From an optimization exercise on the open Yosys and OpenROAD flow, aimed at small area, a short achievable clock period and few clock cycles; shortcuts taken in it are not production practice.
Where RTL was checked, it was by simulation tests only, not by an equivalence proof against the original.
Function not checked in run 1: the RTL went through the layout flow alone.

## flow/design.v (module list and top-level ports; edited modules follow where they fit)
// module matmul_ctrl: 54 lines
// module operand_addr_gen: 112 lines
// module mac_unit: 1706 lines
// module mac_fa: 7 lines
// module mac_ha: 7 lines
// module result_writer: 29 lines
// module matmul_top: 89 lines
module matmul_top #(
  parameter int ADDR_W = 16
) (
  input  logic                          clk,
  input  logic                          reset_n,
  input  logic                          dut_valid,
  output logic                          dut_ready,
  output logic [ADDR_W-1:0]             input_read_address,
  input  matmul_pkg::sram_word_u        input_read_data,
  output logic [ADDR_W-1:0]             weight_read_address,
  input  matmul_pkg::sram_word_u        weight_read_data,
  output logic                          result_write_enable,
  output logic [ADDR_W-1:0]             result_write_address,
  output logic [matmul_pkg::DATA_W-1:0] result_write_data
);
  // ...
==> flow/flow/run.sh <==
#!/bin/bash
# Standard ORFS layout at the design's clock and constraints, with faster
# port buffers and timing repair aimed below the clock period.
set -euo pipefail
bash standard.sh \
  "BUFFER_PORTS_ARGS=-buffer_cell sky130_fd_sc_hd__buf_4" \
  SETUP_SLACK_MARGIN=7.7 \
  TNS_END_PERCENT=100 \
  finish > standard_flow.log 2>&1
==> flow/standard.sh <==
#!/bin/bash
# synth_recipe.tcl (not shown) runs the flow's synth.tcl, then flattens the netlist and writes it again
# the make line also repeats each setting of config.mk as NAME=value (left out here)
make -C /OpenROAD-flow-scripts/flow DESIGN_CONFIG=/design/flow/config.mk WORK_HOME=/design/flow/orfs CLKGATE_MAP_FILE= SYNTH_SCRIPT=/design/flow/synth_recipe.tcl "${@:-finish}"
==> flow/config.mk <==
export PLATFORM = sky130hd
export DESIGN_NAME = matmul_top
export DESIGN_NICKNAME = matmul_top
export VERILOG_FILES = /design/flow/design.v
export SDC_FILE = /design/flow/constraint.sdc
export NUM_CORES = 4
export LEC_CHECK = 0
export CAP_MARGIN = 20
export CORE_MARGIN = 2
export CORE_UTILIZATION = 40
export SLEW_MARGIN = 20
export SYNTH_HIERARCHICAL = 1
==> flow/constraint.sdc <==
create_clock -name core_clock -period 11.0 [get_ports {clk}]
set_input_delay 2.2000 -clock core_clock [delete_from_list [all_inputs] [get_ports {clk}]]
set_output_delay 2.2000 -clock core_clock [all_outputs]
set_load 0.01 [all_outputs]
==> results_dict.tcl, run 1 <==
set metrics [dict create \
    outcome "complete, no violations" \
    drv_cap 0 \
    fin_area_sq_mm 0.02981 \
    initial_utilization 0.4034 \
    avgSynthCellArea_sq_um 10.87 \
    clk_pin_slew_ns 0.06 \
    yosysWarnings 10 \
    hold_path_depth 0 \
    relSlewSlack 0.2994 \
    grt-ovfl-total 0 \
    reg2reg_depth 12 \
    synth_xor_area_frac 0.1473 \
    ys_seq_area_frac 0.3561 \
    m1WireLength_mm 29.41 \
    clk_latency_ns 0.59 \
    synth_flop_cell "dfxtp_1" \
    multi_input_area_share 0.5329 \
    crit_path_end_kind "flop" \
    grt_most_used_layer "met2" \
    met1_usage 0.2815 \
    wirelength_mm 70.26 \
    multi_input_area_sq_mm 0.01588 \
    worst_setup_path_start_kind "flop" \
    synthAdderAreaFrac 0.2183 \
    crit_buf_inv 1 \
    root_buffer "clkbuf_16" \
    htreeDepth 2 \
    dp_hpwl_mm 48.01 \
    synth_fp_nets 2650 \
    nets 2779 \
]
==> module operand_addr_gen, before the edit <==
module operand_addr_gen #(
  parameter int ADDR_W = 16
) (
  input  logic                    clk,
  input  logic                    reset_n,
  input  logic                    dut_valid,
  input  logic                    st_idle,
  input  logic                    st_hdr,
  input  logic                    st_spec,
  input  logic                    st_run,
  input  matmul_pkg::sram_word_u  input_header,
  input  matmul_pkg::sram_word_u  weight_header,
  input  logic [15:0]             k_dim,
  input  logic [15:0]             n_dim,
  input  logic                    k_one,
  input  logic                    n_one,
  input  logic                    m_one,
  input  logic                    hdr_k_le2,
  input  logic                    hdr_n_one,
  input  logic                    hdr_m_one,
  output logic [ADDR_W-1:0]       input_read_address,
  output logic [ADDR_W-1:0]       weight_read_address,
  output logic                    issue_final,
  output logic                    first_m2,
  output logic                    last_wr,
  output logic                    final_wr
);
  logic [15:0]       k_rem, j_rem, i_rem;
  logic [ADDR_W-1:0] a_addr, b_addr, a_row;
  logic              k_first, k_last, j_last, i_last;
  logic              spec_void;
  logic [15:0]       k_rem_e;
  logic [ADDR_W-1:0] a_e, b_e;
  logic              issuing;
  assign spec_void   = st_spec && k_one;
  assign k_rem_e     = spec_void ? 16'd1 : k_rem;
  assign a_e         = spec_void ? ADDR_W'(1) : a_addr;
  assign b_e         = spec_void ? ADDR_W'(1) : b_addr;
  assign issue_final = k_last && j_last && i_last;
  assign issuing     = st_spec || st_run;
  always_ff @(posedge clk) begin
    if (st_idle) begin
      a_addr <= ADDR_W'(dut_valid);
      b_addr <= ADDR_W'(dut_valid);
    end else if (st_hdr) begin
      a_addr <= ADDR_W'(2);
      b_addr <= ADDR_W'(2);
    end else if (issuing && !issue_final) begin
      a_addr <= (k_last && !j_last) ? a_row : a_e + 1'b1;
      b_addr <= (k_last && j_last) ? ADDR_W'(1) : b_e + 1'b1;
    end else begin
      a_addr <= '0;
      b_addr <= '0;
    end
  end
  always_ff @(posedge clk) begin
    if (st_hdr) begin
      k_rem   <= input_header.dims.cols - 1'b1;
      j_rem   <= weight_header.dims.cols;
      i_rem   <= input_header.dims.rows;
      a_row   <= ADDR_W'(1);
      k_first <= 1'b0;
      k_last  <= hdr_k_le2;
      j_last  <= hdr_n_one;
      i_last  <= hdr_m_one;
    end else if (issuing) begin
      k_first <= k_last;
      if (!k_last) begin
        k_rem  <= k_rem_e - 1'b1;
        k_last <= (k_rem_e == 16'd2);
      end else begin
        k_rem  <= k_dim;
        k_last <= k_one;
        if (!j_last) begin
          j_rem  <= j_rem - 1'b1;
          j_last <= (j_rem == 16'd2);
        end else begin
          j_rem  <= n_dim;
          j_last <= n_one;
          i_rem  <= i_rem - 1'b1;
          i_last <= (i_rem == 16'd2);
          a_row  <= a_e + 1'b1;
        end
      end
    end
  end
  matmul_pkg::op_tag_t tg1, tg2, tg3;
  always_ff @(posedge clk) begin
    if (!reset_n) begin
      tg1.last <= 1'b0;
      tg2.last <= 1'b0;
      tg3.last <= 1'b0;
    end else begin
      tg1.last <= issuing && !spec_void && k_last;
      tg2.last <= st_spec ? k_one : tg1.last;
      tg3.last <= tg2.last;
    end
  end
  always_ff @(posedge clk) begin
    tg1.first    <= k_first;
    tg1.is_final <= j_last && i_last;
    tg2.first    <= st_spec ? 1'b1 : tg1.first;
    tg2.is_final <= st_spec ? (n_one && m_one) : tg1.is_final;
    tg3.first    <= tg2.first;
    tg3.is_final <= tg2.is_final;
  end
  assign input_read_address  = a_addr;
  assign weight_read_address = b_addr;
  assign first_m2            = tg3.first;
  assign last_wr             = tg3.last;
  assign final_wr            = tg3.is_final;
endmodule
==> inputs of run 2 (changes only) <==
--- a/flow/design.v
+++ b/flow/design.v
@@ -152,41 +152,44 @@
           j_last <= n_one;
           i_rem  <= i_rem - 1'b1;
           i_last <= (i_rem == 16'd2);
           a_row  <= a_e + 1'b1;
         end
       end
     end
   end
-  matmul_pkg::op_tag_t tg1, tg2, tg3;
+  matmul_pkg::op_tag_t tg1, tg2, tg3, tg4;
   always_ff @(posedge clk) begin
     if (!reset_n) begin
       tg1.last <= 1'b0;
       tg2.last <= 1'b0;
       tg3.last <= 1'b0;
+      tg4.last <= 1'b0;
     end else begin
       tg1.last <= issuing && !spec_void && k_last;
       tg2.last <= st_spec ? k_one : tg1.last;
       tg3.last <= tg2.last;
+      tg4.last <= tg3.last;
     end
   end
   always_ff @(posedge clk) begin
     tg1.first    <= k_first;
     tg1.is_final <= j_last && i_last;
     tg2.first    <= st_spec ? 1'b1 : tg1.first;
     tg2.is_final <= st_spec ? (n_one && m_one) : tg1.is_final;
     tg3.first    <= tg2.first;
     tg3.is_final <= tg2.is_final;
+    tg4.is_final <= tg3.is_final;
   end
   assign input_read_address  = a_addr;
   assign weight_read_address = b_addr;
   assign first_m2            = tg3.first;
-  assign last_wr             = tg3.last;
-  assign final_wr            = tg3.is_final;
+  assign last_wr             = tg4.last;
+  assign final_wr            = tg4.is_final;
 endmodule
 `timescale 1ns/1ns
 module mac_unit (
   input  logic        clk,
   input  logic [31:0] a_in,       
   input  logic [31:0] b_in,       
   input  logic        first_m2,   
   output logic [31:0] sum_out     
@@ -1188,18 +1191,19 @@
   assign m1_d[114] = x3_s348;   
   assign m1_d[115] = x3_c347;   
   assign m1_d[116] = x3_c349;   
   assign m1_d[117] = x3_s350;   
   assign m1_d[118] = x3_s351;   
   always_ff @(posedge clk) begin
     m1 <= m1_d;
   end
-  logic [31:0] accm, sum;
-  assign accm = first_m2 ? 32'd0 : sum_out;
+  logic [31:0] acc_s, acc_c, accm_s, accm_c;
+  assign accm_s = first_m2 ? 32'd0 : acc_s;
+  assign accm_c = first_m2 ? 32'd0 : acc_c;
   logic y0_s352;
   logic y0_c353;
   logic y0_s354;
   logic y0_c355;
   logic y0_s356;
   logic y0_c357;
   logic y0_s358;
   logic y0_c359;
@@ -1245,295 +1249,395 @@
   logic y0_c399;
   logic y0_s400;
   logic y0_c401;
   logic y0_s402;
   logic y0_c403;
   logic y0_s404;
   logic y0_c405;
   logic y0_s406;
-  logic y1_s407;
-  logic y1_c408;
-  logic y1_s409;
-  logic y1_c410;
-  logic y1_s411;
-  logic y1_c412;
-  logic y1_s413;
-  logic y1_c414;
-  logic y1_s415;
-  logic y1_c416;
-  logic y1_s417;
-  logic y1_c418;
-  logic y1_s419;
-  logic y1_c420;
-  logic y1_s421;
-  logic y1_c422;
-  logic y1_s423;
-  logic y1_c424;
-  logic y1_s425;
-  logic y1_c426;
-  logic y1_s427;
-  logic y1_c428;
-  logic y1_s429;
-  logic y1_c430;
-  logic y1_s431;
-  logic y1_c432;
-  logic y1_s433;
-  logic y1_c434;
-  logic y1_s435;
-  logic y1_c436;
-  logic y1_s437;
-  logic y1_c438;
-  logic y1_s439;
-  logic y1_c440;
-  logic y1_s441;
-  logic y1_c442;
-  logic y1_s443;
-  logic y1_c444;
-  logic y1_s445;
-  logic y1_c446;
-  logic y1_s447;
-  logic y1_c448;
-  logic y1_s449;
-  logic y1_c450;
-  logic y1_s451;
-  logic y1_c452;
-  logic y1_s453;
-  logic y1_c454;
-  logic y1_s455;
-  logic y1_c456;
-  logic y1_s457;
-  logic y1_c458;
-  logic y1_s459;
-  logic y1_c460;
-  logic y1_s461;
-  logic y1_c462;
-  logic y1_s463;
-  logic y1_c464;
-  logic y1_s465;
-  logic y2_s466;
-  logic y2_c467;
-  logic y2_s468;
-  logic y2_c469;
-  logic y2_s470;
-  logic y2_c471;
-  logic y2_s472;
-  logic y2_c473;
-  logic y2_s474;
-  logic y2_c475;
-  logic y2_s476;
-  logic y2_c477;
-  logic y2_s478;
-  logic y2_c479;
-  logic y2_s480;
-  logic y2_c481;
-  logic y2_s482;
-  logic y2_c483;
-  logic y2_s484;
-  logic y2_c485;
-  logic y2_s486;
-  logic y2_c487;
-  logic y2_s488;
-  logic y2_c489;
-  logic y2_s490;
-  logic y2_c491;
-  logic y2_s492;
-  logic y2_c493;
-  logic y2_s494;
-  logic y2_c495;
-  logic y2_s496;
-  logic y2_c497;
-  logic y2_s498;
-  logic y2_c499;
-  logic y2_s500;
-  logic y2_c501;
-  logic y2_s502;
-  logic y2_c503;
-  logic y2_s504;
-  logic y2_c505;
-  logic y2_s506;
-  logic y2_c507;
-  logic y2_s508;
-  logic y2_c509;
-  logic y2_s510;
-  logic y2_c511;
-  logic y2_s512;
-  logic y2_c513;
-  logic y2_s514;
-  logic y2_c515;
-  logic y2_s516;
-  logic y2_c517;
-  logic y2_s518;
-  logic y2_c519;
-  logic y2_s520;
-  logic y2_c521;
-  logic y2_s522;
-  logic y2_c523;
-  logic y2_s524;
-  logic y2_c525;
-  logic y2_s526;
-  logic y2_c527;
-  logic y2_s528;
-  mac_ha u_y0_s352 (.a(m1[8]), .b(m1[9]), .s(y0_s352), .co(y0_c353));
-  mac_ha u_y0_s354 (.a(m1[12]), .b(m1[13]), .s(y0_s354), .co(y0_c355));
-  mac_fa u_y0_s356 (.a(m1[15]), .b(m1[16]), .c(m1[17]), .s(y0_s356), .co(y0_c357));
-  mac_fa u_y0_s358 (.a(m1[19]), .b(m1[20]), .c(m1[21]), .s(y0_s358), .co(y0_c359));
-  mac_fa u_y0_s360 (.a(m1[23]), .b(m1[24]), .c(m1[25]), .s(y0_s360), .co(y0_c361));
-  mac_fa u_y0_s362 (.a(m1[27]), .b(m1[28]), .c(m1[29]), .s(y0_s362), .co(y0_c363));
-  mac_fa u_y0_s364 (.a(m1[31]), .b(m1[32]), .c(m1[33]), .s(y0_s364), .co(y0_c365));
-  mac_fa u_y0_s366 (.a(m1[35]), .b(m1[36]), .c(m1[37]), .s(y0_s366), .co(y0_c367));
-  mac_fa u_y0_s368 (.a(m1[39]), .b(m1[40]), .c(m1[41]), .s(y0_s368), .co(y0_c369));
-  mac_fa u_y0_s370 (.a(m1[43]), .b(m1[44]), .c(m1[45]), .s(y0_s370), .co(y0_c371));
-  mac_fa u_y0_s372 (.a(m1[47]), .b(m1[48]), .c(m1[49]), .s(y0_s372), .co(y0_c373));
-  mac_fa u_y0_s374 (.a(m1[51]), .b(m1[52]), .c(m1[53]), .s(y0_s374), .co(y0_c375));
-  mac_fa u_y0_s376 (.a(m1[55]), .b(m1[56]), .c(m1[57]), .s(y0_s376), .co(y0_c377));
-  mac_fa u_y0_s378 (.a(m1[59]), .b(m1[60]), .c(m1[61]), .s(y0_s378), .co(y0_c379));
-  mac_fa u_y0_s380 (.a(m1[63]), .b(m1[64]), .c(m1[65]), .s(y0_s380), .co(y0_c381));
-  mac_fa u_y0_s382 (.a(m1[67]), .b(m1[68]), .c(m1[69]), .s(y0_s382), .co(y0_c383));
-  mac_fa u_y0_s384 (.a(m1[71]), .b(m1[72]), .c(m1[73]), .s(y0_s384), .co(y0_c385));
-  mac_fa u_y0_s386 (.a(m1[75]), .b(m1[76]), .c(m1[77]), .s(y0_s386), .co(y0_c387));
-  mac_fa u_y0_s388 (.a(m1[79]), .b(m1[80]), .c(m1[81]), .s(y0_s388), .co(y0_c389));
-  mac_fa u_y0_s390 (.a(m1[83]), .b(m1[84]), .c(m1[85]), .s(y0_s390), .co(y0_c391));
-  mac_fa u_y0_s392 (.a(m1[87]), .b(m1[88]), .c(m1[89]), .s(y0_s392), .co(y0_c393));
-  mac_fa u_y0_s394 (.a(m1[91]), .b(m1[92]), .c(m1[93]), .s(y0_s394), .co(y0_c395));
-  mac_fa u_y0_s396 (.a(m1[95]), .b(m1[96]), .c(m1[97]), .s(y0_s396), .co(y0_c397));
-  mac_fa u_y0_s398 (.a(m1[99]), .b(m1[100]), .c(m1[101]), .s(y0_s398), .co(y0_c399));
-  mac_fa u_y0_s400 (.a(m1[103]), .b(m1[104]), .c(m1[105]), .s(y0_s400), .co(y0_c401));
-  mac_fa u_y0_s402 (.a(m1[107]), .b(m1[108]), .c(m1[109]), .s(y0_s402), .co(y0_c403));
-  mac_fa u_y0_s404 (.a(m1[111]), .b(m1[112]), .c(m1[113]), .s(y0_s404), .co(y0_c405));
-  assign y0_s406 = m1[115] ^ m1[116] ^ m1[117];
-  mac_ha u_y1_s407 (.a(m1[3]), .b(m1[4]), .s(y1_s407), .co(y1_c408));
-  mac_ha u_y1_s409 (.a(m1[6]), .b(m1[7]), .s(y1_s409), .co(y1_c410));
-  mac_fa u_y1_s411 (.a(m1[10]), .b(m1[11]), .c(accm[4]), .s(y1_s411), .co(y1_c412));
-  mac_fa u_y1_s413 (.a(m1[14]), .b(accm[5]), .c(y0_c353), .s(y1_s413), .co(y1_c414));
-  mac_fa u_y1_s415 (.a(m1[18]), .b(accm[6]), .c(y0_c355), .s(y1_s415), .co(y1_c416));
-  mac_fa u_y1_s417 (.a(m1[22]), .b(accm[7]), .c(y0_c357), .s(y1_s417), .co(y1_c418));
-  mac_fa u_y1_s419 (.a(m1[26]), .b(accm[8]), .c(y0_c359), .s(y1_s419), .co(y1_c420));
-  mac_fa u_y1_s421 (.a(m1[30]), .b(accm[9]), .c(y0_c361), .s(y1_s421), .co(y1_c422));
-  mac_fa u_y1_s423 (.a(m1[34]), .b(accm[10]), .c(y0_c363), .s(y1_s423), .co(y1_c424));
-  mac_fa u_y1_s425 (.a(m1[38]), .b(accm[11]), .c(y0_c365), .s(y1_s425), .co(y1_c426));
-  mac_fa u_y1_s427 (.a(m1[42]), .b(accm[12]), .c(y0_c367), .s(y1_s427), .co(y1_c428));
-  mac_fa u_y1_s429 (.a(m1[46]), .b(accm[13]), .c(y0_c369), .s(y1_s429), .co(y1_c430));
-  mac_fa u_y1_s431 (.a(m1[50]), .b(accm[14]), .c(y0_c371), .s(y1_s431), .co(y1_c432));
-  mac_fa u_y1_s433 (.a(m1[54]), .b(accm[15]), .c(y0_c373), .s(y1_s433), .co(y1_c434));
-  mac_fa u_y1_s435 (.a(m1[58]), .b(accm[16]), .c(y0_c375), .s(y1_s435), .co(y1_c436));
-  mac_fa u_y1_s437 (.a(m1[62]), .b(accm[17]), .c(y0_c377), .s(y1_s437), .co(y1_c438));
-  mac_fa u_y1_s439 (.a(m1[66]), .b(accm[18]), .c(y0_c379), .s(y1_s439), .co(y1_c440));
-  mac_fa u_y1_s441 (.a(m1[70]), .b(accm[19]), .c(y0_c381), .s(y1_s441), .co(y1_c442));
-  mac_fa u_y1_s443 (.a(m1[74]), .b(accm[20]), .c(y0_c383), .s(y1_s443), .co(y1_c444));
-  mac_fa u_y1_s445 (.a(m1[78]), .b(accm[21]), .c(y0_c385), .s(y1_s445), .co(y1_c446));
-  mac_fa u_y1_s447 (.a(m1[82]), .b(accm[22]), .c(y0_c387), .s(y1_s447), .co(y1_c448));
-  mac_fa u_y1_s449 (.a(m1[86]), .b(accm[23]), .c(y0_c389), .s(y1_s449), .co(y1_c450));
-  mac_fa u_y1_s451 (.a(m1[90]), .b(accm[24]), .c(y0_c391), .s(y1_s451), .co(y1_c452));
-  mac_fa u_y1_s453 (.a(m1[94]), .b(accm[25]), .c(y0_c393), .s(y1_s453), .co(y1_c454));
-  mac_fa u_y1_s455 (.a(m1[98]), .b(accm[26]), .c(y0_c395), .s(y1_s455), .co(y1_c456));
-  mac_fa u_y1_s457 (.a(m1[102]), .b(accm[27]), .c(y0_c397), .s(y1_s457), .co(y1_c458));
-  mac_fa u_y1_s459 (.a(m1[106]), .b(accm[28]), .c(y0_c399), .s(y1_s459), .co(y1_c460));
-  mac_fa u_y1_s461 (.a(m1[110]), .b(accm[29]), .c(y0_c401), .s(y1_s461), .co(y1_c462));
-  mac_fa u_y1_s463 (.a(m1[114]), .b(accm[30]), .c(y0_c403), .s(y1_s463), .co(y1_c464));
-  assign y1_s465 = m1[118] ^ accm[31] ^ y0_c405;
-  mac_ha u_y2_s466 (.a(m1[0]), .b(m1[1]), .s(y2_s466), .co(y2_c467));
-  mac_ha u_y2_s468 (.a(m1[2]), .b(accm[1]), .s(y2_s468), .co(y2_c469));
-  mac_fa u_y2_s470 (.a(m1[5]), .b(accm[2]), .c(y1_s407), .s(y2_s470), .co(y2_c471));
-  mac_fa u_y2_s472 (.a(accm[3]), .b(y1_c408), .c(y1_s409), .s(y2_s472), .co(y2_c473));
-  mac_fa u_y2_s474 (.a(y0_s352), .b(y1_c410), .c(y1_s411), .s(y2_s474), .co(y2_c475));
-  mac_fa u_y2_s476 (.a(y0_s354), .b(y1_c412), .c(y1_s413), .s(y2_s476), .co(y2_c477));
-  mac_fa u_y2_s478 (.a(y0_s356), .b(y1_c414), .c(y1_s415), .s(y2_s478), .co(y2_c479));
-  mac_fa u_y2_s480 (.a(y0_s358), .b(y1_c416), .c(y1_s417), .s(y2_s480), .co(y2_c481));
-  mac_fa u_y2_s482 (.a(y0_s360), .b(y1_c418), .c(y1_s419), .s(y2_s482), .co(y2_c483));
-  mac_fa u_y2_s484 (.a(y0_s362), .b(y1_c420), .c(y1_s421), .s(y2_s484), .co(y2_c485));
-  mac_fa u_y2_s486 (.a(y0_s364), .b(y1_c422), .c(y1_s423), .s(y2_s486), .co(y2_c487));
-  mac_fa u_y2_s488 (.a(y0_s366), .b(y1_c424), .c(y1_s425), .s(y2_s488), .co(y2_c489));
-  mac_fa u_y2_s490 (.a(y0_s368), .b(y1_c426), .c(y1_s427), .s(y2_s490), .co(y2_c491));
-  mac_fa u_y2_s492 (.a(y0_s370), .b(y1_c428), .c(y1_s429), .s(y2_s492), .co(y2_c493));
-  mac_fa u_y2_s494 (.a(y0_s372), .b(y1_c430), .c(y1_s431), .s(y2_s494), .co(y2_c495));
-  mac_fa u_y2_s496 (.a(y0_s374), .b(y1_c432), .c(y1_s433), .s(y2_s496), .co(y2_c497));
-  mac_fa u_y2_s498 (.a(y0_s376), .b(y1_c434), .c(y1_s435), .s(y2_s498), .co(y2_c499));
-  mac_fa u_y2_s500 (.a(y0_s378), .b(y1_c436), .c(y1_s437), .s(y2_s500), .co(y2_c501));
-  mac_fa u_y2_s502 (.a(y0_s380), .b(y1_c438), .c(y1_s439), .s(y2_s502), .co(y2_c503));
-  mac_fa u_y2_s504 (.a(y0_s382), .b(y1_c440), .c(y1_s441), .s(y2_s504), .co(y2_c505));
-  mac_fa u_y2_s506 (.a(y0_s384), .b(y1_c442), .c(y1_s443), .s(y2_s506), .co(y2_c507));
-  mac_fa u_y2_s508 (.a(y0_s386), .b(y1_c444), .c(y1_s445), .s(y2_s508), .co(y2_c509));
-  mac_fa u_y2_s510 (.a(y0_s388), .b(y1_c446), .c(y1_s447), .s(y2_s510), .co(y2_c511));
-  mac_fa u_y2_s512 (.a(y0_s390), .b(y1_c448), .c(y1_s449), .s(y2_s512), .co(y2_c513));
-  mac_fa u_y2_s514 (.a(y0_s392), .b(y1_c450), .c(y1_s451), .s(y2_s514), .co(y2_c515));
-  mac_fa u_y2_s516 (.a(y0_s394), .b(y1_c452), .c(y1_s453), .s(y2_s516), .co(y2_c517));
-  mac_fa u_y2_s518 (.a(y0_s396), .b(y1_c454), .c(y1_s455), .s(y2_s518), .co(y2_c519));
-  mac_fa u_y2_s520 (.a(y0_s398), .b(y1_c456), .c(y1_s457), .s(y2_s520), .co(y2_c521));
-  mac_fa u_y2_s522 (.a(y0_s400), .b(y1_c458), .c(y1_s459), .s(y2_s522), .co(y2_c523));
-  mac_fa u_y2_s524 (.a(y0_s402), .b(y1_c460), .c(y1_s461), .s(y2_s524), .co(y2_c525));
-  mac_fa u_y2_s526 (.a(y0_s404), .b(y1_c462), .c(y1_s463), .s(y2_s526), .co(y2_c527));
-  assign y2_s528 = y0_s406 ^ y1_c464 ^ y1_s465;
-  assign nxt_s[0] = accm[0];
-  assign nxt_c[0] = y2_s466;
-  assign nxt_s[1] = y2_c467;
-  assign nxt_c[1] = y2_s468;
-  assign nxt_s[2] = y2_c469;
-  assign nxt_c[2] = y2_s470;
-  assign nxt_s[3] = y2_c471;
-  assign nxt_c[3] = y2_s472;
-  assign nxt_s[4] = y2_c473;
-  assign nxt_c[4] = y2_s474;
-  assign nxt_s[5] = y2_c475;
-  assign nxt_c[5] = y2_s476;
-  assign nxt_s[6] = y2_c477;
-  assign nxt_c[6] = y2_s478;
-  assign nxt_s[7] = y2_c479;
-  assign nxt_c[7] = y2_s480;
-  assign nxt_s[8] = y2_c481;
-  assign nxt_c[8] = y2_s482;
-  assign nxt_s[9] = y2_c483;
-  assign nxt_c[9] = y2_s484;
-  assign nxt_s[10] = y2_c485;
-  assign nxt_c[10] = y2_s486;
-  assign nxt_s[11] = y2_c487;
-  assign nxt_c[11] = y2_s488;
-  assign nxt_s[12] = y2_c489;
-  assign nxt_c[12] = y2_s490;
-  assign nxt_s[13] = y2_c491;
-  assign nxt_c[13] = y2_s492;
-  assign nxt_s[14] = y2_c493;
-  assign nxt_c[14] = y2_s494;
-  assign nxt_s[15] = y2_c495;
-  assign nxt_c[15] = y2_s496;
-  assign nxt_s[16] = y2_c497;
-  assign nxt_c[16] = y2_s498;
-  assign nxt_s[17] = y2_c499;
-  assign nxt_c[17] = y2_s500;
-  assign nxt_s[18] = y2_c501;
-  assign nxt_c[18] = y2_s502;
-  assign nxt_s[19] = y2_c503;
-  assign nxt_c[19] = y2_s504;
-  assign nxt_s[20] = y2_c505;
-  assign nxt_c[20] = y2_s506;
-  assign nxt_s[21] = y2_c507;
-  assign nxt_c[21] = y2_s508;
-  assign nxt_s[22] = y2_c509;
-  assign nxt_c[22] = y2_s510;
-  assign nxt_s[23] = y2_c511;
-  assign nxt_c[23] = y2_s512;
-  assign nxt_s[24] = y2_c513;
-  assign nxt_c[24] = y2_s514;
-  assign nxt_s[25] = y2_c515;
-  assign nxt_c[25] = y2_s516;
-  assign nxt_s[26] = y2_c517;
-  assign nxt_c[26] = y2_s518;
-  assign nxt_s[27] = y2_c519;
-  assign nxt_c[27] = y2_s520;
-  assign nxt_s[28] = y2_c521;
-  assign nxt_c[28] = y2_s522;
-  assign nxt_s[29] = y2_c523;
-  assign nxt_c[29] = y2_s524;
-  assign nxt_s[30] = y2_c525;
-  assign nxt_c[30] = y2_s526;
-  assign nxt_s[31] = y2_c527;
-  assign nxt_c[31] = y2_s528;
+  logic y0_c407;
+  logic y0_s408;
+  logic y0_c409;
+  logic y0_s410;
+  logic y0_c411;
+  logic y0_s412;
+  logic y0_c413;
+  logic y0_s414;
+  logic y0_c415;
+  logic y0_s416;
+  logic y0_c417;
+  logic y0_s418;
+  logic y0_c419;
+  logic y0_s420;
+  logic y0_c421;
+  logic y0_s422;
+  logic y0_c423;
+  logic y0_s424;
+  logic y0_c425;
+  logic y0_s426;
+  logic y0_c427;
+  logic y0_s428;
+  logic y0_c429;
+  logic y0_s430;
+  logic y0_c431;
+  logic y0_s432;
+  logic y0_c433;
+  logic y0_s434;
+  logic y0_c435;
+  logic y0_s436;
+  logic y0_c437;
+  logic y0_s438;
+  logic y0_c439;
+  logic y0_s440;
+  logic y0_c441;
+  logic y0_s442;
+  logic y0_c443;
+  logic y0_s444;
+  logic y0_c445;
+  logic y0_s446;
+  logic y0_c447;
+  logic y0_s448;
+  logic y0_c449;
+  logic y0_s450;
+  logic y0_c451;
+  logic y0_s452;
+  logic y0_c453;
+  logic y0_s454;
+  logic y0_c455;
+  logic y0_s456;
+  logic y0_c457;
+  logic y0_s458;
+  logic y0_c459;
+  logic y0_s460;
+  logic y0_c461;
+  logic y0_s462;
+  logic y0_c463;
+  logic y0_s464;
+  logic y0_s465;
+  logic y1_s466;
+  logic y1_c467;
+  logic y1_s468;
+  logic y1_c469;
+  logic y1_s470;
+  logic y1_c471;
+  logic y1_s472;
+  logic y1_c473;
+  logic y1_s474;
+  logic y1_c475;
+  logic y1_s476;
+  logic y1_c477;
+  logic y1_s478;
+  logic y1_c479;
+  logic y1_s480;
+  logic y1_c481;
+  logic y1_s482;
+  logic y1_c483;
+  logic y1_s484;
+  logic y1_c485;
+  logic y1_s486;
+  logic y1_c487;
+  logic y1_s488;
+  logic y1_c489;
+  logic y1_s490;
+  logic y1_c491;
+  logic y1_s492;
+  logic y1_c493;
+  logic y1_s494;
+  logic y1_c495;
+  logic y1_s496;
+  logic y1_c497;
+  logic y1_s498;
+  logic y1_c499;
+  logic y1_s500;
+  logic y1_c501;
+  logic y1_s502;
+  logic y1_c503;
+  logic y1_s504;
+  logic y1_c505;
+  logic y1_s506;
+  logic y1_c507;
+  logic y1_s508;
+  logic y1_c509;
+  logic y1_s510;
+  logic y1_c511;
+  logic y1_s512;
+  logic y1_c513;
+  logic y1_s514;
+  logic y1_c515;
+  logic y1_s516;
+  logic y1_c517;
+  logic y1_s518;
+  logic y1_c519;
+  logic y1_s520;
+  logic y1_c521;
+  logic y1_s522;
+  logic y1_c523;
+  logic y1_s524;
+  logic y1_c525;
+  logic y1_s526;
+  logic y1_c527;
+  logic y1_s528;
+  logic y2_s529;
+  logic y2_c530;
+  logic y2_s531;
+  logic y2_c532;
+  logic y2_s533;
+  logic y2_c534;
+  logic y2_s535;
+  logic y2_c536;
+  logic y2_s537;
+  logic y2_c538;
+  logic y2_s539;
+  logic y2_c540;
+  logic y2_s541;
+  logic y2_c542;
+  logic y2_s543;
+  logic y2_c544;
+  logic y2_s545;
+  logic y2_c546;
+  logic y2_s547;
+  logic y2_c548;
+  logic y2_s549;
+  logic y2_c550;
+  logic y2_s551;
+  logic y2_c552;
+  logic y2_s553;
+  logic y2_c554;
+  logic y2_s555;
+  logic y2_c556;
+  logic y2_s557;
+  logic y2_c558;
+  logic y2_s559;
+  logic y2_c560;
+  logic y2_s561;
+  logic y2_c562;
+  logic y2_s563;
+  logic y2_c564;
+  logic y2_s565;
+  logic y2_c566;
+  logic y2_s567;
+  logic y2_c568;
+  logic y2_s569;
+  logic y2_c570;
+  logic y2_s571;
+  logic y2_c572;
+  logic y2_s573;
+  logic y2_c574;
+  logic y2_s575;
+  logic y2_c576;
+  logic y2_s577;
+  logic y2_c578;
+  logic y2_s579;
+  logic y2_c580;
+  logic y2_s581;
+  logic y2_c582;
+  logic y2_s583;
+  logic y2_c584;
+  logic y2_s585;
+  logic y2_c586;
+  logic y2_s587;
+  logic y2_c588;
+  logic y2_s589;
+  logic y2_c590;
+  logic y2_s591;
+  mac_ha u_y0_s352 (.a(m1[3]), .b(m1[4]), .s(y0_s352), .co(y0_c353));
+  mac_ha u_y0_s354 (.a(m1[6]), .b(m1[7]), .s(y0_s354), .co(y0_c355));
+  mac_fa u_y0_s356 (.a(m1[8]), .b(m1[9]), .c(m1[10]), .s(y0_s356), .co(y0_c357));
+  mac_ha u_y0_s358 (.a(m1[11]), .b(accm_s[4]), .s(y0_s358), .co(y0_c359));
+  mac_fa u_y0_s360 (.a(m1[12]), .b(m1[13]), .c(m1[14]), .s(y0_s360), .co(y0_c361));
+  mac_ha u_y0_s362 (.a(accm_s[5]), .b(accm_c[5]), .s(y0_s362), .co(y0_c363));
+  mac_fa u_y0_s364 (.a(m1[15]), .b(m1[16]), .c(m1[17]), .s(y0_s364), .co(y0_c365));
+  mac_fa u_y0_s366 (.a(m1[18]), .b(accm_s[6]), .c(accm_c[6]), .s(y0_s366), .co(y0_c367));
+  mac_fa u_y0_s368 (.a(m1[19]), .b(m1[20]), .c(m1[21]), .s(y0_s368), .co(y0_c369));
+  mac_fa u_y0_s370 (.a(m1[22]), .b(accm_s[7]), .c(accm_c[7]), .s(y0_s370), .co(y0_c371));
+  mac_fa u_y0_s372 (.a(m1[23]), .b(m1[24]), .c(m1[25]), .s(y0_s372), .co(y0_c373));
+  mac_fa u_y0_s374 (.a(m1[26]), .b(accm_s[8]), .c(accm_c[8]), .s(y0_s374), .co(y0_c375));
+  mac_fa u_y0_s376 (.a(m1[27]), .b(m1[28]), .c(m1[29]), .s(y0_s376), .co(y0_c377));
+  mac_fa u_y0_s378 (.a(m1[30]), .b(accm_s[9]), .c(accm_c[9]), .s(y0_s378), .co(y0_c379));
+  mac_fa u_y0_s380 (.a(m1[31]), .b(m1[32]), .c(m1[33]), .s(y0_s380), .co(y0_c381));
+  mac_fa u_y0_s382 (.a(m1[34]), .b(accm_s[10]), .c(accm_c[10]), .s(y0_s382), .co(y0_c383));
+  mac_fa u_y0_s384 (.a(m1[35]), .b(m1[36]), .c(m1[37]), .s(y0_s384), .co(y0_c385));
+  mac_fa u_y0_s386 (.a(m1[38]), .b(accm_s[11]), .c(accm_c[11]), .s(y0_s386), .co(y0_c387));
+  mac_fa u_y0_s388 (.a(m1[39]), .b(m1[40]), .c(m1[41]), .s(y0_s388), .co(y0_c389));
+  mac_fa u_y0_s390 (.a(m1[42]), .b(accm_s[12]), .c(accm_c[12]), .s(y0_s390), .co(y0_c391));
+  mac_fa u_y0_s392 (.a(m1[43]), .b(m1[44]), .c(m1[45]), .s(y0_s392), .co(y0_c393));
+  mac_fa u_y0_s394 (.a(m1[46]), .b(accm_s[13]), .c(accm_c[13]), .s(y0_s394), .co(y0_c395));
+  mac_fa u_y0_s396 (.a(m1[47]), .b(m1[48]), .c(m1[49]), .s(y0_s396), .co(y0_c397));
+  mac_fa u_y0_s398 (.a(m1[50]), .b(accm_s[14]), .c(accm_c[14]), .s(y0_s398), .co(y0_c399));
+  mac_fa u_y0_s400 (.a(m1[51]), .b(m1[52]), .c(m1[53]), .s(y0_s400), .co(y0_c401));
+  mac_fa u_y0_s402 (.a(m1[54]), .b(accm_s[15]), .c(accm_c[15]), .s(y0_s402), .co(y0_c403));
+  mac_fa u_y0_s404 (.a(m1[55]), .b(m1[56]), .c(m1[57]), .s(y0_s404), .co(y0_c405));
+  mac_fa u_y0_s406 (.a(m1[58]), .b(accm_s[16]), .c(accm_c[16]), .s(y0_s406), .co(y0_c407));
+  mac_fa u_y0_s408 (.a(m1[59]), .b(m1[60]), .c(m1[61]), .s(y0_s408), .co(y0_c409));
+  mac_fa u_y0_s410 (.a(m1[62]), .b(accm_s[17]), .c(accm_c[17]), .s(y0_s410), .co(y0_c411));
+  mac_fa u_y0_s412 (.a(m1[63]), .b(m1[64]), .c(m1[65]), .s(y0_s412), .co(y0_c413));
+  mac_fa u_y0_s414 (.a(m1[66]), .b(accm_s[18]), .c(accm_c[18]), .s(y0_s414), .co(y0_c415));
+  mac_fa u_y0_s416 (.a(m1[67]), .b(m1[68]), .c(m1[69]), .s(y0_s416), .co(y0_c417));
+  mac_fa u_y0_s418 (.a(m1[70]), .b(accm_s[19]), .c(accm_c[19]), .s(y0_s418), .co(y0_c419));
+  mac_fa u_y0_s420 (.a(m1[71]), .b(m1[72]), .c(m1[73]), .s(y0_s420), .co(y0_c421));
+  mac_fa u_y0_s422 (.a(m1[74]), .b(accm_s[20]), .c(accm_c[20]), .s(y0_s422), .co(y0_c423));
+  mac_fa u_y0_s424 (.a(m1[75]), .b(m1[76]), .c(m1[77]), .s(y0_s424), .co(y0_c425));
+  mac_fa u_y0_s426 (.a(m1[78]), .b(accm_s[21]), .c(accm_c[21]), .s(y0_s426), .co(y0_c427));
+  mac_fa u_y0_s428 (.a(m1[79]), .b(m1[80]), .c(m1[81]), .s(y0_s428), .co(y0_c429));
+  mac_fa u_y0_s430 (.a(m1[82]), .b(accm_s[22]), .c(accm_c[22]), .s(y0_s430), .co(y0_c431));
+  mac_fa u_y0_s432 (.a(m1[83]), .b(m1[84]), .c(m1[85]), .s(y0_s432), .co(y0_c433));
+  mac_fa u_y0_s434 (.a(m1[86]), .b(accm_s[23]), .c(accm_c[23]), .s(y0_s434), .co(y0_c435));
+  mac_fa u_y0_s436 (.a(m1[87]), .b(m1[88]), .c(m1[89]), .s(y0_s436), .co(y0_c437));
+  mac_fa u_y0_s438 (.a(m1[90]), .b(accm_s[24]), .c(accm_c[24]), .s(y0_s438), .co(y0_c439));
+  mac_fa u_y0_s440 (.a(m1[91]), .b(m1[92]), .c(m1[93]), .s(y0_s440), .co(y0_c441));
+  mac_fa u_y0_s442 (.a(m1[94]), .b(accm_s[25]), .c(accm_c[25]), .s(y0_s442), .co(y0_c443));
+  mac_fa u_y0_s444 (.a(m1[95]), .b(m1[96]), .c(m1[97]), .s(y0_s444), .co(y0_c445));
+  mac_fa u_y0_s446 (.a(m1[98]), .b(accm_s[26]), .c(accm_c[26]), .s(y0_s446), .co(y0_c447));
+  mac_fa u_y0_s448 (.a(m1[99]), .b(m1[100]), .c(m1[101]), .s(y0_s448), .co(y0_c449));
+  mac_fa u_y0_s450 (.a(m1[102]), .b(accm_s[27]), .c(accm_c[27]), .s(y0_s450), .co(y0_c451));
+  mac_fa u_y0_s452 (.a(m1[103]), .b(m1[104]), .c(m1[105]), .s(y0_s452), .co(y0_c453));
+  mac_fa u_y0_s454 (.a(m1[106]), .b(accm_s[28]), .c(accm_c[28]), .s(y0_s454), .co(y0_c455));
+  mac_fa u_y0_s456 (.a(m1[107]), .b(m1[108]), .c(m1[109]), .s(y0_s456), .co(y0_c457));
+  mac_fa u_y0_s458 (.a(m1[110]), .b(accm_s[29]), .c(accm_c[29]), .s(y0_s458), .co(y0_c459));
+  mac_fa u_y0_s460 (.a(m1[111]), .b(m1[112]), .c(m1[113]), .s(y0_s460), .co(y0_c461));
+  mac_fa u_y0_s462 (.a(m1[114]), .b(accm_s[30]), .c(accm_c[30]), .s(y0_s462), .co(y0_c463));
+  assign y0_s464 = m1[115] ^ m1[116] ^ m1[117];
+  assign y0_s465 = m1[118] ^ accm_s[31] ^ accm_c[31];
+  mac_ha u_y1_s466 (.a(m1[0]), .b(m1[1]), .s(y1_s466), .co(y1_c467));
+  mac_ha u_y1_s468 (.a(m1[2]), .b(accm_s[1]), .s(y1_s468), .co(y1_c469));
+  mac_fa u_y1_s470 (.a(m1[5]), .b(accm_s[2]), .c(accm_c[2]), .s(y1_s470), .co(y1_c471));
+  mac_fa u_y1_s472 (.a(accm_s[3]), .b(accm_c[3]), .c(y0_c353), .s(y1_s472), .co(y1_c473));
+  mac_fa u_y1_s474 (.a(accm_c[4]), .b(y0_c355), .c(y0_s356), .s(y1_s474), .co(y1_c475));
+  mac_fa u_y1_s476 (.a(y0_c357), .b(y0_c359), .c(y0_s360), .s(y1_s476), .co(y1_c477));
+  mac_fa u_y1_s478 (.a(y0_c361), .b(y0_c363), .c(y0_s364), .s(y1_s478), .co(y1_c479));
+  mac_fa u_y1_s480 (.a(y0_c365), .b(y0_c367), .c(y0_s368), .s(y1_s480), .co(y1_c481));
+  mac_fa u_y1_s482 (.a(y0_c369), .b(y0_c371), .c(y0_s372), .s(y1_s482), .co(y1_c483));
+  mac_fa u_y1_s484 (.a(y0_c373), .b(y0_c375), .c(y0_s376), .s(y1_s484), .co(y1_c485));
+  mac_fa u_y1_s486 (.a(y0_c377), .b(y0_c379), .c(y0_s380), .s(y1_s486), .co(y1_c487));
+  mac_fa u_y1_s488 (.a(y0_c381), .b(y0_c383), .c(y0_s384), .s(y1_s488), .co(y1_c489));
+  mac_fa u_y1_s490 (.a(y0_c385), .b(y0_c387), .c(y0_s388), .s(y1_s490), .co(y1_c491));
+  mac_fa u_y1_s492 (.a(y0_c389), .b(y0_c391), .c(y0_s392), .s(y1_s492), .co(y1_c493));
+  mac_fa u_y1_s494 (.a(y0_c393), .b(y0_c395), .c(y0_s396), .s(y1_s494), .co(y1_c495));
+  mac_fa u_y1_s496 (.a(y0_c397), .b(y0_c399), .c(y0_s400), .s(y1_s496), .co(y1_c497));
+  mac_fa u_y1_s498 (.a(y0_c401), .b(y0_c403), .c(y0_s404), .s(y1_s498), .co(y1_c499));
+  mac_fa u_y1_s500 (.a(y0_c405), .b(y0_c407), .c(y0_s408), .s(y1_s500), .co(y1_c501));
+  mac_fa u_y1_s502 (.a(y0_c409), .b(y0_c411), .c(y0_s412), .s(y1_s502), .co(y1_c503));
+  mac_fa u_y1_s504 (.a(y0_c413), .b(y0_c415), .c(y0_s416), .s(y1_s504), .co(y1_c505));
+  mac_fa u_y1_s506 (.a(y0_c417), .b(y0_c419), .c(y0_s420), .s(y1_s506), .co(y1_c507));
+  mac_fa u_y1_s508 (.a(y0_c421), .b(y0_c423), .c(y0_s424), .s(y1_s508), .co(y1_c509));
+  mac_fa u_y1_s510 (.a(y0_c425), .b(y0_c427), .c(y0_s428), .s(y1_s510), .co(y1_c511));
+  mac_fa u_y1_s512 (.a(y0_c429), .b(y0_c431), .c(y0_s432), .s(y1_s512), .co(y1_c513));
+  mac_fa u_y1_s514 (.a(y0_c433), .b(y0_c435), .c(y0_s436), .s(y1_s514), .co(y1_c515));
+  mac_fa u_y1_s516 (.a(y0_c437), .b(y0_c439), .c(y0_s440), .s(y1_s516), .co(y1_c517));
+  mac_fa u_y1_s518 (.a(y0_c441), .b(y0_c443), .c(y0_s444), .s(y1_s518), .co(y1_c519));
+  mac_fa u_y1_s520 (.a(y0_c445), .b(y0_c447), .c(y0_s448), .s(y1_s520), .co(y1_c521));
+  mac_fa u_y1_s522 (.a(y0_c449), .b(y0_c451), .c(y0_s452), .s(y1_s522), .co(y1_c523));
+  mac_fa u_y1_s524 (.a(y0_c453), .b(y0_c455), .c(y0_s456), .s(y1_s524), .co(y1_c525));
+  mac_fa u_y1_s526 (.a(y0_c457), .b(y0_c459), .c(y0_s460), .s(y1_s526), .co(y1_c527));
+  assign y1_s528 = y0_c461 ^ y0_c463 ^ y0_s464;
+  mac_ha u_y2_s529 (.a(accm_s[0]), .b(accm_c[0]), .s(y2_s529), .co(y2_c530));
+  mac_fa u_y2_s531 (.a(accm_c[1]), .b(y1_c467), .c(y1_s468), .s(y2_s531), .co(y2_c532));
+  mac_fa u_y2_s533 (.a(y0_s352), .b(y1_c469), .c(y1_s470), .s(y2_s533), .co(y2_c534));
+  mac_fa u_y2_s535 (.a(y0_s354), .b(y1_c471), .c(y1_s472), .s(y2_s535), .co(y2_c536));
+  mac_fa u_y2_s537 (.a(y0_s358), .b(y1_c473), .c(y1_s474), .s(y2_s537), .co(y2_c538));
+  mac_fa u_y2_s539 (.a(y0_s362), .b(y1_c475), .c(y1_s476), .s(y2_s539), .co(y2_c540));
+  mac_fa u_y2_s541 (.a(y0_s366), .b(y1_c477), .c(y1_s478), .s(y2_s541), .co(y2_c542));
+  mac_fa u_y2_s543 (.a(y0_s370), .b(y1_c479), .c(y1_s480), .s(y2_s543), .co(y2_c544));
+  mac_fa u_y2_s545 (.a(y0_s374), .b(y1_c481), .c(y1_s482), .s(y2_s545), .co(y2_c546));
+  mac_fa u_y2_s547 (.a(y0_s378), .b(y1_c483), .c(y1_s484), .s(y2_s547), .co(y2_c548));
+  mac_fa u_y2_s549 (.a(y0_s382), .b(y1_c485), .c(y1_s486), .s(y2_s549), .co(y2_c550));
+  mac_fa u_y2_s551 (.a(y0_s386), .b(y1_c487), .c(y1_s488), .s(y2_s551), .co(y2_c552));
+  mac_fa u_y2_s553 (.a(y0_s390), .b(y1_c489), .c(y1_s490), .s(y2_s553), .co(y2_c554));
+  mac_fa u_y2_s555 (.a(y0_s394), .b(y1_c491), .c(y1_s492), .s(y2_s555), .co(y2_c556));
+  mac_fa u_y2_s557 (.a(y0_s398), .b(y1_c493), .c(y1_s494), .s(y2_s557), .co(y2_c558));
+  mac_fa u_y2_s559 (.a(y0_s402), .b(y1_c495), .c(y1_s496), .s(y2_s559), .co(y2_c560));
+  mac_fa u_y2_s561 (.a(y0_s406), .b(y1_c497), .c(y1_s498), .s(y2_s561), .co(y2_c562));
+  mac_fa u_y2_s563 (.a(y0_s410), .b(y1_c499), .c(y1_s500), .s(y2_s563), .co(y2_c564));
+  mac_fa u_y2_s565 (.a(y0_s414), .b(y1_c501), .c(y1_s502), .s(y2_s565), .co(y2_c566));
+  mac_fa u_y2_s567 (.a(y0_s418), .b(y1_c503), .c(y1_s504), .s(y2_s567), .co(y2_c568));
+  mac_fa u_y2_s569 (.a(y0_s422), .b(y1_c505), .c(y1_s506), .s(y2_s569), .co(y2_c570));
+  mac_fa u_y2_s571 (.a(y0_s426), .b(y1_c507), .c(y1_s508), .s(y2_s571), .co(y2_c572));
+  mac_fa u_y2_s573 (.a(y0_s430), .b(y1_c509), .c(y1_s510), .s(y2_s573), .co(y2_c574));
+  mac_fa u_y2_s575 (.a(y0_s434), .b(y1_c511), .c(y1_s512), .s(y2_s575), .co(y2_c576));
+  mac_fa u_y2_s577 (.a(y0_s438), .b(y1_c513), .c(y1_s514), .s(y2_s577), .co(y2_c578));
+  mac_fa u_y2_s579 (.a(y0_s442), .b(y1_c515), .c(y1_s516), .s(y2_s579), .co(y2_c580));
+  mac_fa u_y2_s581 (.a(y0_s446), .b(y1_c517), .c(y1_s518), .s(y2_s581), .co(y2_c582));
+  mac_fa u_y2_s583 (.a(y0_s450), .b(y1_c519), .c(y1_s520), .s(y2_s583), .co(y2_c584));
+  mac_fa u_y2_s585 (.a(y0_s454), .b(y1_c521), .c(y1_s522), .s(y2_s585), .co(y2_c586));
+  mac_fa u_y2_s587 (.a(y0_s458), .b(y1_c523), .c(y1_s524), .s(y2_s587), .co(y2_c588));
+  mac_fa u_y2_s589 (.a(y0_s462), .b(y1_c525), .c(y1_s526), .s(y2_s589), .co(y2_c590));
+  assign y2_s591 = y0_s465 ^ y1_c527 ^ y1_s528;
+  assign nxt_s[0] = y1_s466;
+  assign nxt_c[0] = y2_s529;
+  assign nxt_s[1] = y2_c530;
+  assign nxt_c[1] = y2_s531;
+  assign nxt_s[2] = y2_c532;
+  assign nxt_c[2] = y2_s533;
+  assign nxt_s[3] = y2_c534;
+  assign nxt_c[3] = y2_s535;
+  assign nxt_s[4] = y2_c536;
+  assign nxt_c[4] = y2_s537;
+  assign nxt_s[5] = y2_c538;
+  assign nxt_c[5] = y2_s539;
+  assign nxt_s[6] = y2_c540;
+  assign nxt_c[6] = y2_s541;
+  assign nxt_s[7] = y2_c542;
+  assign nxt_c[7] = y2_s543;
+  assign nxt_s[8] = y2_c544;
+  assign nxt_c[8] = y2_s545;
+  assign nxt_s[9] = y2_c546;
+  assign nxt_c[9] = y2_s547;
+  assign nxt_s[10] = y2_c548;
+  assign nxt_c[10] = y2_s549;
+  assign nxt_s[11] = y2_c550;
+  assign nxt_c[11] = y2_s551;
+  assign nxt_s[12] = y2_c552;
+  assign nxt_c[12] = y2_s553;
+  assign nxt_s[13] = y2_c554;
+  assign nxt_c[13] = y2_s555;
+  assign nxt_s[14] = y2_c556;
+  assign nxt_c[14] = y2_s557;
+  assign nxt_s[15] = y2_c558;
+  assign nxt_c[15] = y2_s559;
+  assign nxt_s[16] = y2_c560;
+  assign nxt_c[16] = y2_s561;
+  assign nxt_s[17] = y2_c562;
+  assign nxt_c[17] = y2_s563;
+  assign nxt_s[18] = y2_c564;
+  assign nxt_c[18] = y2_s565;
+  assign nxt_s[19] = y2_c566;
+  assign nxt_c[19] = y2_s567;
+  assign nxt_s[20] = y2_c568;
+  assign nxt_c[20] = y2_s569;
+  assign nxt_s[21] = y2_c570;
+  assign nxt_c[21] = y2_s571;
+  assign nxt_s[22] = y2_c572;
+  assign nxt_c[22] = y2_s573;
+  assign nxt_s[23] = y2_c574;
+  assign nxt_c[23] = y2_s575;
+  assign nxt_s[24] = y2_c576;
+  assign nxt_c[24] = y2_s577;
+  assign nxt_s[25] = y2_c578;
+  assign nxt_c[25] = y2_s579;
+  assign nxt_s[26] = y2_c580;
+  assign nxt_c[26] = y2_s581;
+  assign nxt_s[27] = y2_c582;
+  assign nxt_c[27] = y2_s583;
+  assign nxt_s[28] = y2_c584;
+  assign nxt_c[28] = y2_s585;
+  assign nxt_s[29] = y2_c586;
+  assign nxt_c[29] = y2_s587;
+  assign nxt_s[30] = y2_c588;
+  assign nxt_c[30] = y2_s589;
+  assign nxt_s[31] = y2_c590;
+  assign nxt_c[31] = y2_s591;
+  always_ff @(posedge clk) begin
+    acc_s <= nxt_s;
+    acc_c <= nxt_c;
+  end
+  logic [31:0] sum;
   logic [31:0] kg0, kp0;
-  assign kg0 = nxt_s & nxt_c;
-  assign kp0 = nxt_s ^ nxt_c;
+  assign kg0 = acc_s & acc_c;
+  assign kp0 = acc_s ^ acc_c;
   logic [31:0] kg1, kp1;
   assign kg1[0] = kg0[0];
   assign kp1[0] = kp0[0];
   assign kg1[1] = kg0[1] | (kp0[1] & kg0[0]);
   assign kp1[1] = kp0[1] & kp0[0];
   assign kg1[2] = kg0[2] | (kp0[2] & kg0[1]);
   assign kp1[2] = kp0[2] & kp0[1];
   assign kg1[3] = kg0[3] | (kp0[3] & kg0[2]);
==> flow/flow/run.sh (replaced) <==
#!/bin/bash
# Standard ORFS layout at the design's clock and constraints, with faster
# port buffers and timing repair aimed below the clock period.
set -euo pipefail
bash standard.sh \
  "BUFFER_PORTS_ARGS=-buffer_cell sky130_fd_sc_hd__buf_4" \
  SETUP_SLACK_MARGIN=8.0 \
  TNS_END_PERCENT=100 \
  finish > standard_flow.log 2>&1
==> flow/config.mk (replaced) <==
export PLATFORM = sky130hd
export DESIGN_NAME = matmul_top
export DESIGN_NICKNAME = matmul_top
export VERILOG_FILES = /design/flow/design.v
export SDC_FILE = /design/flow/constraint.sdc
export NUM_CORES = 4
export LEC_CHECK = 0
export CAP_MARGIN = 20
export CORE_MARGIN = 2
export CORE_UTILIZATION = 55
export PLACE_DENSITY = 0.7
export SLEW_MARGIN = 20
export SYNTH_HIERARCHICAL = 1
==> results_dict.tcl, run 2 <==
set metrics [dict create \
    top_register "u_mac.m1" \
    fmax_ghz 0.3029 \
    port_buffers 148 \
    grt_pass1_wl_mm 108.6 \
    syn_to_final_growth_pct 17.74 \
    yosys.area.top_type "dfxtp_1" \
    period_share 0.3002 \
    nets 2978 \
    wirelength_mm 68.24 \
    outcome "complete, no violations" \
    crit_fanout 3 \
    ys_seq_area_frac 0.3748 \
    fill_cells 3721 \
    synth_area_leaders "dfxtp_1, fa_1, xnor2_1" \
    final-setup-viol-count 0 \
    htreeDepth 2 \
    gp_congestion 0.9020 \
    yosysMostFrequentCell "dfxtp_1" \
    die_h_um 226.1 \
    synth_flop_cell "dfxtp_1" \
    clk_pin_slew_ns 0.06 \
    worst_setup_path_start_kind "flop" \
    hp-class "flop to flop" \
    crit_buf_inv 1 \
    drv_cap 0 \
    drive_above_1_share 0.1987 \
    worst-setup-path-type "flop to output port" \
    wire_per_inst_um 20.76 \
    largest_reg_flops 119 \
    post-route-util 0.6541 \
    tightestPinTransition_ns 1.029 \
    track_usage 0.2703 \
    num_rows 81 \
    crit_path_end_kind "output port" \
    synth_top_cell_area_share 0.2796 \
    initial_utilization 0.5555 \
    final_hold_viol_count 0 \
    grt_max_degree 90 \
    antenna_found_initial 1 \
    ant_nets 0 \
    yosysWarnings 10 \
    ios 149 \
    grt_pass1_vias 19890 \
    synthDistinctLibCells 75 \
    ys_top_cells_by_count "dfxtp_1, xnor2_1, a22oi_1" \
    ys_seq_elements 465 \
    syn_area_sq_mm 0.02714 \
    tritoncts "yes" \
    drcViolationCount 0 \
    grt-ovfl-total 0 \
    synth_edf_count 86 \
    synthCells 2469 \
    drv_slew 0 \
    hold_buffers 0 \
    synth_fp_nets 2865 \
    numCtsBuffers 49 \
    rsz0062_at_grt "yes" \
    via_per_inst 5.894 \
    finalSetupTns_ns 0 \
    fp.dieW_um 226.1 \
    dp_hpwl_mm 46.51 \
    clk_latency_ns 0.62 \
    cts.sinks 465 \
    min_period_ns 3.302 \
    crit_chain "buf_6" \
    relSlewSlack 0.3134 \
    fin_skew_ns 0.03474 \
    drt-pass1-iter-count 7 \
    root_buffer "clkbuf_16" \
    synthArstFlopShare 0 \
    clock_path_buffers 3 \
    cp_data_arrival_time_ns 1.10 \
    avgSynthCellArea_sq_um 10.99 \
    cp.required_ns 8.80 \
    critPathMaxStageDelay_ns 0.36 \
    mostFrequentLayoutCell "xnor2_1" \
    core_sq_mm 0.04885 \
    dr_total_vias 19380 \
    cp_slowest_cell "dfxtp_4" \
    cpLargestDelayFamily "flip-flops" \
    regArea_sq_mm 0.01044 \
    layout_common_cells "xnor2_1, fa_1, dfxtp_1" \
    drt-initial-drc-count 1555 \
    dieArea_sq_mm 0.05113 \
    multi_input_area_sq_mm 0.01639 \
]
run 2: metal layers:
layer	vias up	wire length, um	track usage
met3	166	4687	0.04658
met1	9610	27500	0.3472
met2	766	33740	0.4591
li1	8833	-	-
met5	-	0	0
met4	0	2312	0.1002
run 2: final cells by class:
type | count | area share
antenna | 1 | 0.00007832
inverter | 35 | 0.004738
multi-input combinational | 1787 | 0.5131
timing repair buffer | 244 | 0.07672
tap | 664 | 0.02600
clock inverter | 28 | 0.009947
sequential | 465 | 0.3268
clock buffer | 63 | 0.04261
run 2: per-stage QoR:
step           worst slack (ns)  hold slack, ns  instances  area, sq um
6_report                  7.698          0.3263       3287        31950
5_1_grt                   7.676          0.3311       3287        31950
4_1_cts                   7.668          0.3284       3263        31460
3_5_place_dp              7.355          0.3135       3123        28690
3_3_place_gp              7.379          0.3118       3123        28680
2_1_floorplan             7.692          0.3096       2469        27260
run 2: cell families after synthesis:
family / synth area share
adders and majority gates: 0.2225
xor gates and xnor gates: 0.1368
AOI/OAI and AO/OA: 0.1302
DFF: 0.3748
muxes: 0.005902
and+or+nand+nor: 0.09895
buffers and inverters: 0.03080
run 2: modules after synthesis, one instance, submodules excluded, a selection:
module | cells inside | times used | flops+latches | cell area [sq um]
mac_fa | 1 | 255 | 0 | 20.02
mac_ha | 1 | 32 | 0 | 12.51
mac_unit | 1372 | 1 | 295 | 13560
matmul_ctrl | 72 | 1 | 41 | 1375
run 2: worst paths after layout:
| check | startpoint | to | slack, ns | cells after the start |
|---|---|---|---|---|
| worst max-delay path | u_addr_gen.a_addr[3]$_SDFF_PP0_ | input_read_address[3] | 7.70 | 1 |
| worst min-delay path | u_addr_gen.tg2[2]$_SDFF_PP1_ | u_addr_gen.tg3[2]$_DFF_P_ | 0.33 | 0 |
| worst max register to register | u_mac.bq_one[1]$_DFF_P_ | u_mac.m1[102]$_DFF_P_ | 7.96 | 7 |
| worst min register to register | u_addr_gen.tg2[2]$_SDFF_PP1_ | u_addr_gen.tg3[2]$_DFF_P_ | 0.33 | 0 |
run 2: timing repair:
item | 4_1_cts | 5_1_grt
pin swaps | 4 | 31
cloned | 3 | 2
buffers inserted | 46 | 21
setup endpoints to repair | 123 | 131
gates resized for setup | 239 | 76
Testbench counts of run 2, summed over its fixed seeds: cycles 33,512.
==> inputs of run 3 (changes only) <==
--- a/flow/flow/run.sh
+++ b/flow/flow/run.sh
@@ -4,6 +4,6 @@
 set -euo pipefail
 bash standard.sh \
   "BUFFER_PORTS_ARGS=-buffer_cell sky130_fd_sc_hd__buf_4" \
-  SETUP_SLACK_MARGIN=8.0 \
+  SETUP_SLACK_MARGIN=7.8 \
   TNS_END_PERCENT=100 \
   finish > standard_flow.log 2>&1
--- a/flow/config.mk
+++ b/flow/config.mk
@@ -7,7 +7,8 @@
 export LEC_CHECK = 0
 export CAP_MARGIN = 20
 export CORE_MARGIN = 2
-export CORE_UTILIZATION = 55
-export PLACE_DENSITY = 0.7
+export CORE_UTILIZATION = 40
+export CTS_CLUSTER_DIAMETER = 120
+export CTS_CLUSTER_SIZE = 22
 export SLEW_MARGIN = 20
 export SYNTH_HIERARCHICAL = 1
==> results_dict.tcl, run 3 <==
set metrics [dict create \
    outcome "complete, no violations" \
    antenna_found_initial 4 \
    rsz0062_at_grt "yes" \
    largest_reg_flops 119 \
    crit_buf_inv 1 \
    min_period_ns 3.303 \
    drv_cap 0 \
    finalSetupTns_ns 0 \
    synth_top_cell_area_share 0.2796 \
    final_hold_viol_count 0 \
    num_rows 95 \
    drive_above_1_share 0.1583 \
    ys_seq_elements 465 \
    grt_pass1_wl_mm 111.4 \
    top_register "u_mac.m1" \
    gp_congestion 0.8645 \
    tightestPinTransition_ns 1.014 \
    root_buffer "clkbuf_16" \
    worstSetupStartpoint "u_addr_gen.a_addr[3]$_SDFF_PP0_" \
    yosysMostFrequentCell "dfxtp_1" \
    syn_area_sq_mm 0.02714 \
    setup_ws_ns 7.697 \
    fin_skew_ns 0.02496 \
    initial_utilization 0.4041 \
    grt_pass1_vias 19700 \
    syn_to_final_growth_pct 12.80 \
    clk_latency_ns 0.61 \
    drt-pass1-iter-count 6 \
    drt-initial-drc-count 1554 \
    ant_nets 0 \
    ys_top_cells_by_count "dfxtp_1, xnor2_1, a22oi_1" \
    relSlewSlack 0.3229 \
    drcViolationCount 0 \
    avgSynthCellArea_sq_um 10.99 \
    r2r-start "u_mac.bq_one[0]$_DFF_P_" \
    synth_area_leaders "dfxtp_1, fa_1, xnor2_1" \
    dieArea_sq_mm 0.06994 \
    critPathMaxStageDelay_ns 0.39 \
    numCtsBuffers 25 \
    tritoncts "yes" \
    drv_slew 0 \
    layout_common_cells "xnor2_1, dfxtp_1, a22oi_1" \
    reg2reg_depth 7 \
    crit_chain "buf_6" \
    cts.sinks 465 \
    fill_cells 6207 \
    synthCells 2469 \
    via_per_inst 5.496 \
    ys_seq_area_frac 0.3748 \
    hold_buffers 0 \
    cp_slowest_cell "dfxtp_4" \
    clk_pin_slew_ns 0.09 \
    ios 149 \
    clock_path_buffers 3 \
    synthArstFlopShare 0 \
    port_buffers 148 \
    nets 2929 \
    mostFrequentLayoutCell "xnor2_1" \
    period_share 0.3003 \
    die_h_um 264.5 \
    grt-ovfl-total 0 \
    synthDistinctLibCells 75 \
    worst-setup-path-type "flop to output port" \
    yosysWarnings 10 \
    crit_fanout 4 \
    hp-class "flop to flop" \
    fp.dieW_um 264.5 \
    critPathCapture "input_read_address[3]" \
    rrSetupSlack_ns 7.85 \
    synth_fp_nets 2865 \
    antenna_cells 0 \
    grt_max_degree 90 \
    wire_per_inst_um 20.28 \
    synth_edf_count 86 \
    fmax_ghz 0.3027 \
    wirelength_mm 69.32 \
    worst_setup_path_start_kind "flop" \
    synth_flop_cell "dfxtp_1" \
    preCtsSetupSlack_ns 7.339 \
    whs_ns 0.3388 \
    cp_data_arrival_time_ns 1.10 \
    cpLargestDelayFamily "flip-flops" \
    crit_cells 1 \
    yosys.area.top_type "dfxtp_1" \
    cp.required_ns 8.80 \
    track_usage 0.1984 \
    core_sq_mm 0.06716 \
    dp_hpwl_mm 50.57 \
    htreeDepth 1 \
    crit_path_end_kind "output port" \
    dr_total_vias 18780 \
    final-setup-viol-count 0 \
    reg2reg_to "u_mac.m1[98]$_DFF_P_" \
]
==> run 3: logic make-up (layout without fill, tap and decap cells) <==
| group | Yosys count | in the layout | synth area share |
|---|---|---|---|
| simple gates | 506 | 506 | 0.09895 |
| fa+ha+maj | 329 | 329 | 0.2225 |
| mux | 15 | 15 | 0.005902 |
| compound gates | 513 | 513 | 0.1302 |
| flops | 465 | 465 | 0.3748 |
| xor+xnor | 424 | 424 | 0.1368 |
| buf+inv | 217 | 293 | 0.03080 |
==> run 3: worst min-delay path by stage <==
stage | end | start | cells after the start
finish | u_addr_gen.tg3[2]$_DFF_P_ | u_addr_gen.tg2[2]$_SDFF_PP1_ | 0
global route | u_addr_gen.tg3[0]$_DFF_P_ | u_addr_gen.tg2[0]$_DFF_P_ | 0
CTS | u_addr_gen.tg3[2]$_DFF_P_ | u_addr_gen.tg2[2]$_SDFF_PP1_ | 0
detailed placement | u_addr_gen.tg4[0]$_DFF_P_ | u_addr_gen.tg3[0]$_DFF_P_ | 0
global placement | u_addr_gen.tg3[2]$_DFF_P_ | u_addr_gen.tg2[2]$_SDFF_PP1_ | 0
floorplan | u_addr_gen.tg3[0]$_DFF_P_ | u_addr_gen.tg2[0]$_DFF_P_ | 0
==> run 3: final cells by class <==
| type | instances | area [sq um] | share of cell area |
|---|---|---|---|
| Tap cell | 873 | 1092 | 0.03569 |
| Clock buffer | 36 | 666.9 | 0.02179 |
| Clock inverter | 3 | 66.31 | 0.002167 |
| Timing Repair Buffer | 219 | 1974 | 0.06451 |
| Multi-Input combinational cell | 1787 | 16250 | 0.5310 |
| Sequential cell | 465 | 10400 | 0.3399 |
| Inverter | 35 | 151.4 | 0.004946 |
==> run 3: per-module statistics from Yosys (local to each module, per instance), a selection <==
module	area, sq um	flip-flops and latches
mac_fa	20.02	0
mac_ha	12.51	0
mac_unit	13560	295
matmul_ctrl	1375	41
==> run 3: per-layer routing <==
| metal | global-route usage | up-vias | part of all wire |
|---|---|---|---|
| li1 | - | 8684 | - |
| met1 | 0.2529 | 9424 | 0.42 |
| met2 | 0.3420 | 537 | 0.49 |
| met3 | 0.03418 | 131 | 0.057 |
| met4 | 0.06419 | 8 | 0.032 |
| met5 | 0 | - | 0.00066 |
==> run 3: what timing repair did <==
action / in CTS / in global routing
hold endpoints to repair: 0 / 0
buffers inserted: 43 / 3
cloned: 0 / 0
pin swaps: 0 / 1
setup endpoints to repair: 103 / 97
gates resized for setup: 211 / 23
==> run 3: metrics by stage <==
stage               instances    util  area, sq um
CTS                      3415  0.4544        30520
global placement         3333  0.4310        28950
global route             3418  0.4558        30610
detailed placement       3333  0.4312        28960
finish                   3418  0.4558        30610
floorplan                2469       -        27240

what the ideal ports hide:
The results above use ideal ports. As a check the final layouts listed here were re-extracted and re-timed, cells and wires unchanged. Step 1: set_driving_cell puts a clkbuf_16 on clk and a buf_2 on each other input, an assumption about the parent block. Step 2, shift: input delay + t, output delay - t, t = (earliest + latest rising clock arrival at the registers) / 2. This alone moves slack from input paths to output paths. Three values: ideal ports, drivers, drivers and shift; two values: the first two.
run	t (ns)	setup WS [ns]	worst setup path at the end
run 1	0.633	7.251 / 7.251 / 6.869	input to register
run 2	0.663	7.698 / 7.640 / 7.321	input to register
run 3	0.659	7.697 / 7.636 / 7.336	input to register
After both steps every run listed still meets setup and hold. The setup slack of run 1, which loses most, moves by 0.000 ns with the drivers and by -0.382 ns with both steps.
